This is an optimization exercise on Yosys and OpenROAD, whose aim is a short achievable clock period and few clock cycles per item, not a production implementation. Power is estimated from default activity; no workload was simulated.

==> inputs of violet <==
// stream_reverse_in_groups_unit
module stream_reverse_in_groups_unit #(
  parameter int MAX_GROUP     = srig_pkg::MAX_GROUP,
  parameter int ELEMENT_WIDTH = srig_pkg::ELEMENT_WIDTH
) (
  input  wire logic                            clk,
  input  wire logic                            rst_n,
  input  wire logic                            in_valid,
  output logic                                 in_stall,
  input  wire logic signed [ELEMENT_WIDTH-1:0] in_element,
  input  wire logic                            in_final_element,
  output logic                                 out_valid,
  input  wire logic                            out_stall,
  output logic signed      [ELEMENT_WIDTH-1:0] out_element_out,
  output logic                                 out_run_end,
  output logic                                 out_sequence_end,
  input  wire logic                            cfg_valid,
  output logic                                 cfg_ready,
  input  wire logic [srig_pkg::CFG_W-1:0]      cfg_group_size
);
export LEC_CHECK = 0
export ABC_CLOCK_PERIOD_IN_PS = 1200
export CAP_MARGIN = 20
export CORE_MARGIN = 2
export CORE_UTILIZATION = 40
export SETUP_SLACK_MARGIN = 1.2
export SLEW_MARGIN = 20
create_clock -name core_clock -period 2.7 [get_ports {clk}]
run.sh (not shown) runs the stock make flow with config.mk's settings and CLKGATE_MAP_FILE= SYNTH_SCRIPT=/design/flow/synth_recipe.tcl, a recipe that flattens the netlist after the stock synthesis.
==> inputs of willow, as changes to violet <==
--- a/flow/design.v
+++ b/flow/design.v
@@ -11,31 +11,25 @@
 `default_nettype none
 module srig_cell #(
   parameter int WIDTH = 34
 ) (
   input  wire logic             clk,
-  input  wire logic             push,
-  input  wire logic             pop,
-  input  wire logic             below_c,        
-  input  wire logic             below_cm1,      
-  input  wire logic             at_c,           
-  input  wire logic             at_cm1,         
+  input  wire logic             en,
+  input  wire logic             sel_down,
+  input  wire logic             sel_up,
+  input  wire logic             sel_load,
   input  wire logic [WIDTH-1:0] from_above,
   input  wire logic [WIDTH-1:0] from_below,
   input  wire logic [WIDTH-1:0] load_data,
   output logic      [WIDTH-1:0] data
 );
   logic [WIDTH-1:0] data_r;
-  logic [WIDTH-1:0] push_only;
-  logic [WIDTH-1:0] push_pop;
-  assign push_only = below_c   ? data_r     : (at_c   ? load_data : from_below);
-  assign push_pop  = below_cm1 ? from_above : (at_cm1 ? load_data : data_r);
   always_ff @(posedge clk) begin
-    if (push) begin
-      data_r <= pop ? push_pop : push_only;
-    end else if (pop) begin
-      data_r <= from_above;
+    if (en) begin
+      data_r <= ({WIDTH{sel_load}} & load_data)
+              | ({WIDTH{sel_down}} & from_above)
+              | ({WIDTH{sel_up}}   & from_below);
     end
   end
   assign data = data_r;
 endmodule
 `default_nettype wire
@@ -44,50 +38,64 @@
 module srig_chain #(
   parameter int DEPTH = srig_pkg::QUEUE_DEPTH,
   parameter int WIDTH = 34
 ) (
   input  wire logic             clk,
-  input  wire logic             push,
-  input  wire logic             pop,
-  input  wire logic [DEPTH-1:0] closed_t,
+  input  wire logic             rst_n,
+  input  wire logic             push_nxt,
+  input  wire logic             pop_nxt,
   input  wire logic [DEPTH-1:0] closed_nxt,
   input  wire logic [WIDTH-1:0] push_data,
   output logic      [WIDTH-1:0] head_data
 );
   logic [WIDTH-1:0] cell_data [DEPTH];
-  logic [DEPTH:0]   at_c_r;      
-  always_ff @(posedge clk) begin
-    at_c_r <= ~{1'b0, closed_nxt} & {closed_nxt, 1'b1};
-  end
   for (genvar i = 0; i < DEPTH; i++) begin : g_cell
-    logic t_below, t_above;
+    logic t_here, t_below, t_above;
+    logic down_nxt, up_nxt, load_nxt, en_nxt;
+    logic en_r, down_r, up_r, load_r;
     logic [WIDTH-1:0] above_data;
     logic [WIDTH-1:0] below_data;
+    assign t_here = closed_nxt[i];
     if (i == 0) begin : g_head
       assign t_below    = 1'b1;
       assign below_data = push_data;
     end else begin : g_body_b
-      assign t_below    = closed_t[i-1];
+      assign t_below    = closed_nxt[i-1];
       assign below_data = cell_data[i-1];
     end
     if (i == DEPTH - 1) begin : g_tail
       assign t_above    = 1'b0;
       assign above_data = cell_data[i];
     end else begin : g_body_a
-      assign t_above    = closed_t[i+1];
+      assign t_above    = closed_nxt[i+1];
       assign above_data = cell_data[i+1];
     end
+    assign down_nxt = pop_nxt && (!push_nxt || t_above);
+    assign up_nxt   = push_nxt && !pop_nxt && !t_below;
+    assign load_nxt = push_nxt && (pop_nxt ? (t_here && !t_above) : (t_below && !t_here));
+    assign en_nxt   = push_nxt ? (pop_nxt ? t_here : !t_here) : pop_nxt;
+    always_ff @(posedge clk) begin
+      if (!rst_n) begin
+        en_r   <= 1'b0;
+        down_r <= 1'b0;
+        up_r   <= 1'b0;
+        load_r <= 1'b0;
+      end else begin
+        en_r   <= en_nxt;
+        down_r <= down_nxt;
+        up_r   <= up_nxt;
+        load_r <= load_nxt;
+      end
+    end
     srig_cell #(
       .WIDTH(WIDTH)
     ) u_cell (
       .clk       (clk),
-      .push      (push),
-      .pop       (pop),
-      .below_c   (closed_t[i]),
-      .below_cm1 (t_above),
-      .at_c      (at_c_r[i]),
-      .at_cm1    (at_c_r[i+1]),
+      .en        (en_r),
+      .sel_down  (down_r),
+      .sel_up    (up_r),
+      .sel_load  (load_r),
       .from_above(above_data),
       .from_below(below_data),
       .load_data (push_data),
       .data      (cell_data[i])
     );
@@ -153,10 +161,11 @@
   logic [MAX_GROUP-1:0] szm1_oh_nxt;
   logic [MAX_GROUP-1:0] open_t_r;
   logic [MAX_GROUP-1:0] open_t_nxt;
   logic                 ge_nxt;
   logic                 ac_r;
+  logic                 ac_nxt;
   always_comb begin
     szm1_oh_nxt = szm1_oh_r;
     open_t_nxt  = open_t_r;
     if (!rst_n) begin
       szm1_oh_nxt    = '0;
@@ -177,14 +186,15 @@
     ge_nxt = szm1_oh_nxt[0];
     for (int j = 1; j < MAX_GROUP; j++) begin
       ge_nxt = ge_nxt || (szm1_oh_nxt[j] && open_t_nxt[j]);
     end
   end
+  assign ac_nxt = acc_nxt && (in_final_element || ge_nxt);
   always_ff @(posedge clk) begin
     szm1_oh_r <= szm1_oh_nxt;
     open_t_r  <= open_t_nxt;
-    ac_r      <= acc_nxt && (in_final_element || ge_nxt);
+    ac_r      <= ac_nxt;
   end
   logic [DEPTH-1:0] closed_t;    
   logic [DEPTH-1:0] used_t;      
   logic [DEPTH-1:0] used_nxt;
   logic [DEPTH-1:0] closed_nxt;
@@ -196,34 +206,31 @@
   srig_chain #(
     .DEPTH(DEPTH),
     .WIDTH(QW)
   ) u_chain (
     .clk       (clk),
-    .push      (acc_r),
-    .pop       (pop_r),
-    .closed_t  (closed_t),
+    .rst_n     (rst_n),
+    .push_nxt  (acc_nxt),
+    .pop_nxt   (pop_nxt),
     .closed_nxt(closed_nxt),
     .push_data (push_word),
     .head_data (head_word)
   );
+  logic t_keep_r, t_dec_r, t_up_r, t_same_r;
+  logic u_keep_r, u_inc_r, u_dec_r;
   always_comb begin
-    used_nxt   = used_t;
-    closed_nxt = closed_t;
     if (!rst_n) begin
       used_nxt   = '0;
       closed_nxt = '0;
     end else begin
-      if (acc_r && !pop_r) begin
-        used_nxt = {used_t[DEPTH-2:0], 1'b1};
-      end else if (pop_r && !acc_r) begin
-        used_nxt = {1'b0, used_t[DEPTH-1:1]};
-      end
-      if (ac_r) begin
-        closed_nxt = used_nxt;
-      end else if (pop_r) begin
-        closed_nxt = {1'b0, closed_t[DEPTH-1:1]};
-      end
+      used_nxt   = ({DEPTH{u_keep_r}} & used_t)
+                 | ({DEPTH{u_inc_r}}  & {used_t[DEPTH-2:0], 1'b1})
+                 | ({DEPTH{u_dec_r}}  & {1'b0, used_t[DEPTH-1:1]});
+      closed_nxt = ({DEPTH{t_keep_r}} & closed_t)
+                 | ({DEPTH{t_dec_r}}  & {1'b0, closed_t[DEPTH-1:1]})
+                 | ({DEPTH{t_up_r}}   & {used_t[DEPTH-2:0], 1'b1})
+                 | ({DEPTH{t_same_r}} & used_t);
     end
   end
   always_ff @(posedge clk) begin
     used_t   <= used_nxt;
     closed_t <= closed_nxt;
@@ -261,12 +268,27 @@
     end else begin
       ov_nxt = 1'b1;
       sv_nxt = skid_valid_r || pop_r;
     end
   end
-  assign pop_nxt = rst_n && (ac_r || closed_t[1] || (closed_t[0] && !pop_r))
-                && !(ov_nxt && sv_nxt);
+  logic any_r;     
+  logic two_r;     
+  logic sent_no;   
+  assign sent_no = !out_empty_r && out_stall;
+  assign pop_nxt = rst_n && (pop_r ? (two_r && !skid_valid_r && !sent_no)
+                                   : (any_r && !(sent_no && skid_valid_r)));
+  always_ff @(posedge clk) begin
+    any_r    <= ac_nxt || closed_nxt[0];
+    two_r    <= ac_nxt || closed_nxt[1];
+    t_keep_r <= !ac_nxt && !pop_nxt;
+    t_dec_r  <= !ac_nxt && pop_nxt;
+    t_up_r   <= ac_nxt && !pop_nxt;
+    t_same_r <= ac_nxt && pop_nxt;
+    u_keep_r <= acc_nxt == pop_nxt;
+    u_inc_r  <= acc_nxt && !pop_nxt;
+    u_dec_r  <= pop_nxt && !acc_nxt;
+  end
   always_ff @(posedge clk) begin
     out_valid_r  <= ov_nxt;
     out_empty_r  <= !ov_nxt;
     skid_valid_r <= sv_nxt;
     pop_r        <= pop_nxt;
@@ -278,22 +300,26 @@
       if (first_r) begin
         gfin_r <= head_word[EW+1];
       end
     end
   end
+  logic out_hold;
+  logic out_from_skid;
+  logic out_from_head;
+  assign out_hold      = !out_take;
+  assign out_from_skid = out_take && skid_valid_r;
+  assign out_from_head = out_take && !skid_valid_r;
   always_ff @(posedge clk) begin
-    if (out_take) begin
-      if (skid_valid_r) begin
-        out_elem_r <= skid_elem_r;
-        out_re_r   <= skid_re_r;
-        out_se_r   <= skid_se_r;
-      end else begin
-        out_elem_r <= pop_elem;
-        out_re_r   <= pop_run_end;
-        out_se_r   <= pop_seq_end;
-      end
-    end
+    out_elem_r <= ({EW{out_hold}} & out_elem_r)
+                | ({EW{out_from_skid}} & skid_elem_r)
+                | ({EW{out_from_head}} & pop_elem);
+    out_re_r   <= (out_hold && out_re_r)
+                || (out_from_skid && skid_re_r)
+                || (out_from_head && pop_run_end);
+    out_se_r   <= (out_hold && out_se_r)
+                || (out_from_skid && skid_se_r)
+                || (out_from_head && pop_seq_end);
     if (pop_r) begin
       skid_elem_r <= pop_elem;
       skid_re_r   <= pop_run_end;
       skid_se_r   <= pop_seq_end;
     end
==> inputs of delta, as changes to violet <==
--- a/flow/design.v
+++ b/flow/design.v
@@ -11,31 +11,25 @@
 `default_nettype none
 module srig_cell #(
   parameter int WIDTH = 34
 ) (
   input  wire logic             clk,
-  input  wire logic             push,
-  input  wire logic             pop,
-  input  wire logic             below_c,        
-  input  wire logic             below_cm1,      
-  input  wire logic             at_c,           
-  input  wire logic             at_cm1,         
+  input  wire logic             en,
+  input  wire logic             sel_down,
+  input  wire logic             sel_up,
+  input  wire logic             sel_load,
   input  wire logic [WIDTH-1:0] from_above,
   input  wire logic [WIDTH-1:0] from_below,
   input  wire logic [WIDTH-1:0] load_data,
   output logic      [WIDTH-1:0] data
 );
   logic [WIDTH-1:0] data_r;
-  logic [WIDTH-1:0] push_only;
-  logic [WIDTH-1:0] push_pop;
-  assign push_only = below_c   ? data_r     : (at_c   ? load_data : from_below);
-  assign push_pop  = below_cm1 ? from_above : (at_cm1 ? load_data : data_r);
   always_ff @(posedge clk) begin
-    if (push) begin
-      data_r <= pop ? push_pop : push_only;
-    end else if (pop) begin
-      data_r <= from_above;
+    if (en) begin
+      data_r <= ({WIDTH{sel_load}} & load_data)
+              | ({WIDTH{sel_down}} & from_above)
+              | ({WIDTH{sel_up}}   & from_below);
     end
   end
   assign data = data_r;
 endmodule
 `default_nettype wire
@@ -44,50 +38,63 @@
 module srig_chain #(
   parameter int DEPTH = srig_pkg::QUEUE_DEPTH,
   parameter int WIDTH = 34
 ) (
   input  wire logic             clk,
-  input  wire logic             push,
-  input  wire logic             pop,
-  input  wire logic [DEPTH-1:0] closed_t,
+  input  wire logic             rst_n,
+  input  wire logic             push_nxt,
+  input  wire logic             pop_nxt,
   input  wire logic [DEPTH-1:0] closed_nxt,
   input  wire logic [WIDTH-1:0] push_data,
   output logic      [WIDTH-1:0] head_data
 );
   logic [WIDTH-1:0] cell_data [DEPTH];
-  logic [DEPTH:0]   at_c_r;      
-  always_ff @(posedge clk) begin
-    at_c_r <= ~{1'b0, closed_nxt} & {closed_nxt, 1'b1};
-  end
   for (genvar i = 0; i < DEPTH; i++) begin : g_cell
-    logic t_below, t_above;
+    logic t_here, t_below, t_above;
+    logic down_nxt, up_nxt, load_nxt;
+    logic en_r, down_r, up_r, load_r;
     logic [WIDTH-1:0] above_data;
     logic [WIDTH-1:0] below_data;
+    assign t_here = closed_nxt[i];
     if (i == 0) begin : g_head
       assign t_below    = 1'b1;
       assign below_data = push_data;
     end else begin : g_body_b
-      assign t_below    = closed_t[i-1];
+      assign t_below    = closed_nxt[i-1];
       assign below_data = cell_data[i-1];
     end
     if (i == DEPTH - 1) begin : g_tail
       assign t_above    = 1'b0;
       assign above_data = cell_data[i];
     end else begin : g_body_a
-      assign t_above    = closed_t[i+1];
+      assign t_above    = closed_nxt[i+1];
       assign above_data = cell_data[i+1];
     end
+    assign down_nxt = pop_nxt && (!push_nxt || t_above);
+    assign up_nxt   = push_nxt && !pop_nxt && !t_below;
+    assign load_nxt = push_nxt && (pop_nxt ? (t_here && !t_above) : (t_below && !t_here));
+    always_ff @(posedge clk) begin
+      if (!rst_n) begin
+        en_r   <= 1'b0;
+        down_r <= 1'b0;
+        up_r   <= 1'b0;
+        load_r <= 1'b0;
+      end else begin
+        en_r   <= down_nxt || up_nxt || load_nxt;
+        down_r <= down_nxt;
+        up_r   <= up_nxt;
+        load_r <= load_nxt;
+      end
+    end
     srig_cell #(
       .WIDTH(WIDTH)
     ) u_cell (
       .clk       (clk),
-      .push      (push),
-      .pop       (pop),
-      .below_c   (closed_t[i]),
-      .below_cm1 (t_above),
-      .at_c      (at_c_r[i]),
-      .at_cm1    (at_c_r[i+1]),
+      .en        (en_r),
+      .sel_down  (down_r),
+      .sel_up    (up_r),
+      .sel_load  (load_r),
       .from_above(above_data),
       .from_below(below_data),
       .load_data (push_data),
       .data      (cell_data[i])
     );
@@ -196,13 +203,13 @@
   srig_chain #(
     .DEPTH(DEPTH),
     .WIDTH(QW)
   ) u_chain (
     .clk       (clk),
-    .push      (acc_r),
-    .pop       (pop_r),
-    .closed_t  (closed_t),
+    .rst_n     (rst_n),
+    .push_nxt  (acc_nxt),
+    .pop_nxt   (pop_nxt),
     .closed_nxt(closed_nxt),
     .push_data (push_word),
     .head_data (head_word)
   );
   always_comb begin
--- a/flow/config.mk
+++ b/flow/config.mk
@@ -6,8 +6,8 @@
 export NUM_CORES = 4
 export LEC_CHECK = 0
 export ABC_CLOCK_PERIOD_IN_PS = 1200
 export CAP_MARGIN = 20
 export CORE_MARGIN = 2
-export CORE_UTILIZATION = 40
+export CORE_UTILIZATION = 65
 export SETUP_SLACK_MARGIN = 1.2
 export SLEW_MARGIN = 20
==> summary of the runs <==
delta completed without violations. violet passed the timing, design-rule and antenna checks. willow completed without violations.
Die area: delta < willow < violet.
Non-clock buffer count: violet > delta > willow.
Final cell count: violet > willow > delta.
Between willow and violet, the lower core utilization is in willow (gap 16 points).
Worst hold slack: delta > willow > violet.
Sequential power, highest first: violet, delta, willow.
==> figures <==
| item | violet | delta | willow |
|---|---|---|---|
| Met1 global-route usage | 0.371 | 0.480 | 0.276 |
| First element of the critical path | u_chain.at_c_r[11] | acc_r | cfg_v_r |
| Inserted Clock Buffers | 97 | 89 | 95 |
| Run status | complete, no violations | complete, no violations | complete, no violations |
| End of the worst register-to-register path | u_chain.g_cell[10].u_cell.data_r[10] | u_chain.g_cell[1].en_r | two_r |
| Detailed-route wire length | 228 mm | 99.5 mm | 92.7 mm |
| Sequential cell area | 23400 µm² | 24400 µm² | 24300 µm² |
| Synth Area in Compound Gates | 0.134 | 0.187 | 0.193 |
| Cells after DPL | 6662 | 3475 | 4008 |
| Power of the combinational group | 33.6 mW | 4.03 mW | 2.55 mW |
| Largest fanout on the critical path | 6 | 5 | 8 |
| Standard cell with the maximum stage delay on the critical path | sky130_fd_sc_hd__mux2i_1 | sky130_fd_sc_hd__dfxtp_4 | sky130_fd_sc_hd__dfxtp_4 |
| Area taken by multi-input logic gates | 33200 µm² | 10100 µm² | 10400 µm² |
| Sequential cell count | 823 | 877 | 886 |
Function was not checked in any run of this note: the RTL went through the layout flow alone.

[what the ideal ports hide]
How much do the figures lean on ideal ports? The routed layouts below were timed once more, with nothing changed but the port constraints.
Step 1 assumes that a clkbuf_16 drives the clock port and a buf_2 every other input.
Step 2 times the ports against the registers' clock, not the clock port: input delays grow and output delays shrink by t, the midpoint of the rising clock arrivals with the driver on.
Three values: no drivers, after step 1, after step 2; two values: the first two.
run	t, ns	slack for setup (ns)	latest minus earliest clock arrival (ns)
violet	0.835	0.432 / 0.432 / 0.259	0.040 / 0.039
willow	0.710	0.851 / 0.851 / 0.472	0.032 / 0.031
delta	0.713	0.684 / 0.684 / 0.192	0.022 / 0.022
After both steps every run listed still meets setup and hold. For delta, which loses most, drivers alone change the setup slack by 0.000 ns; drivers and shift together by -0.492 ns.
